Background: an optimization exercise with open tools, aiming at small area, a short achievable clock period and few clock cycles per item. Do not read the settings as production practice.
Function was checked by simulation only, so behaviour that the tests miss may differ from the original.
Power figures rest on the tool's default switching activity, not on a simulated workload.

run A:
// fft_top
module fft_top (
  input  logic                       clk,
  input  logic                       reset_i,
  input  logic                       in_valid_i,
  output logic                       in_ready_o,
  input  logic [2*(4 + 4)-1:0] in_sample_i,
  output logic                       out_valid_o,
  input  logic                       out_ready_i,
  output logic [2*(4 + 4)-1:0] out_bin_o,
  output logic                       out_last_o
);
For scale: roughly 1900 cells after synthesis, ~330 flip-flops, roughly 39 I/O pins, roughly 0.018 mm² of cells after synthesis.
export LEC_CHECK = 0
export ABC_AREA = 1
export CAP_MARGIN = 20
export CORE_MARGIN = 2
export CORE_UTILIZATION = 40
export CTS_CLUSTER_DIAMETER = 100
export CTS_CLUSTER_SIZE = 24
export SETUP_SLACK_MARGIN = 3.3
export SLEW_MARGIN = 20
create_clock -name core_clock -period 6.0 [get_ports {clk}]
standard.sh (not shown) runs the stock make flow with config.mk's settings and CLKGATE_MAP_FILE= SYNTH_SCRIPT=/design/flow/synth_recipe.tcl, a recipe that flattens the netlist after the stock synthesis.
==> flow/flow/run.sh <==
#!/bin/bash
# The standard layout, except that the port buffers are buf_4 cells
# instead of the default (a slow delay-buffer cell).
set -euo pipefail
export BUFFER_PORTS_ARGS="-buffer_cell sky130_fd_sc_hd__buf_4"
bash standard.sh > standard.log 2>&1
Testbench counts of run A, summed over its fixed seeds: cycles 4,200, frames 512.
Inputs modified between run A and run B:
Settings: SETUP_SLACK_MARGIN changed from 3.3 to 3.2.
==> flow/run.sh (new file) <==
#!/bin/bash
# synth_recipe.tcl (not shown) runs the flow's synth.tcl, then flattens the netlist and writes it again
# the make line also repeats each setting of config.mk as NAME=value (left out here)
make -C /OpenROAD-flow-scripts/flow DESIGN_CONFIG=/design/flow/config.mk WORK_HOME=/design/flow/orfs CLKGATE_MAP_FILE= SYNTH_SCRIPT=/design/flow/synth_recipe.tcl finish
removed: flow/flow/run.sh
removed: flow/standard.sh
### Flow results
- Run B reports a lower cell count than run A does.
- [run B vs run A] design area: lower in run B
- Wire length of the first global-routing pass (run B over run A): decrease, 3400 µm
- Clock network fraction of total power essentially unchanged between run B and run A.
- Run B vs run A: placed cell area up in run B
- Per the comparison of run B with run A, worst hold slack after final layout up 17 ps, share of power burned in combinational logic down 3.8 points.
Relative to run B, the following input files were edited for run C:
Settings: SETUP_SLACK_MARGIN now 3.0, was 3.2; CORE_UTILIZATION now 55, was 40; PLACE_DENSITY now 0.75, previously not set.
[summary]
- Final hold violation count came out exactly the same in run B and run C.
- NOTE: fraction of area in registers in run C exceeds that of run B
- Where leakage component of the power is concerned, run B is outperformed by run C.
- Lower fraction of final layout cells sized beyond drive strength 1 among run B and run C: run C
- Taking run B as the reference, in run C first-pass GRT wire length down 4.4%, cell area down 0.0013 mm², starting utilization of the core area up 16 points.
For run D, these inputs were changed with respect to run C:
Settings: CORE_UTILIZATION: 55 -> 40; PLACE_DENSITY: 0.75 -> unset; SETUP_SLACK_MARGIN: 3.0 -> 2.9.
Results
Global-route wire length before repair: run D > run C
Run C -> run D: area share of fa/ha/maj cells after synthesis delta 0, exact match
Last element of the critical path: s_q[44]$_DFFE_PP_ -> run C, out_q[4]$_DFFE_PN_ -> run D
Re final instance area: run C was lower than run D.
Per the comparison of run D with run C, total met2 wirelength after detailed routing grew by about 8%; setup slack of the critical path after layout fell by 56 ps.
Setup changes, run D to run E
Settings: SETUP_SLACK_MARGIN: 2.9 -> 3.1.
==> flow/flow/run.sh (new file) <==
#!/bin/bash
# The standard layout, except that the port buffers are buf_2 cells
# instead of the default delay-buffer cell (smaller and faster).
set -euo pipefail
export BUFFER_PORTS_ARGS="-buffer_cell sky130_fd_sc_hd__buf_2"
export RECOVER_POWER=100
bash standard.sh > standard.log 2>&1
==> flow/standard.sh (new file) <==
#!/bin/bash
# synth_recipe.tcl (not shown) runs the flow's synth.tcl, then flattens the netlist and writes it again
# the make line also repeats each setting of config.mk as NAME=value (left out here)
make -C /OpenROAD-flow-scripts/flow DESIGN_CONFIG=/design/flow/config.mk WORK_HOME=/design/flow/orfs CLKGATE_MAP_FILE= SYNTH_SCRIPT=/design/flow/synth_recipe.tcl "${@:-finish}"
removed: flow/run.sh
==> notes.md <==
From the logs: run E reached the end of the flow and failed the layout checks with capacitance limit, slew limit.
Run E vs. run D: layout buffer count excluding clock buffers went up by 27; sequential share of layout area dropped 0.41 points; post-layout utilization of the core rose by 0.40 points; average routed wire per standard cell climbed about 0.8%.
Run E and run D ended up with nearly the same global placement routability congestion.
On run E: number of buffers inserted during clock tree synthesis is 1 higher than what run D gave.
Sort run E and run D by wire length on met3 desc -> top: run E
Run E against run D: cell count climbed about 1.3%, area of all placed cells without fillers increased 0.90%.
Number of clock buffers in the layout: lower on run D

==> port drivers added, routing unchanged <==
No port has a modelled driver above. Below, the same layouts with a new extraction and two added sets of constraints.
Step 1 sets driving cells, clkbuf_16 on the clock port and buf_2 on the other inputs (assumed; they add their load-dependent delay and slew).
Step 2 adds t to the input delays and takes it off the output delays; t is the mean of the earliest and latest rising clock arrival at the registers after step 1. Input paths then give back, and output paths get back, about the clock's delay inside the block.
Three values: ideal, step 1, step 2; two values: the first two.
run | t, ns | setup WS [ns] | worst data-port slew with drivers (ns)
run A | 0.591 | 3.219 / 3.219 / 3.042 | 0.03
run B | 0.572 | 3.227 / 3.227 / 3.116 | 0.03
run C | 0.569 | 2.996 / 2.996 / 2.661 | 0.04
run D | 0.582 | 2.941 / 2.941 / 2.531 | 0.04
run E | 0.576 | 1.702 / 1.702 / 1.702 | 0.03
For run D, which loses most, drivers alone change the setup slack by 0.000 ns; drivers and shift together by -0.410 ns.
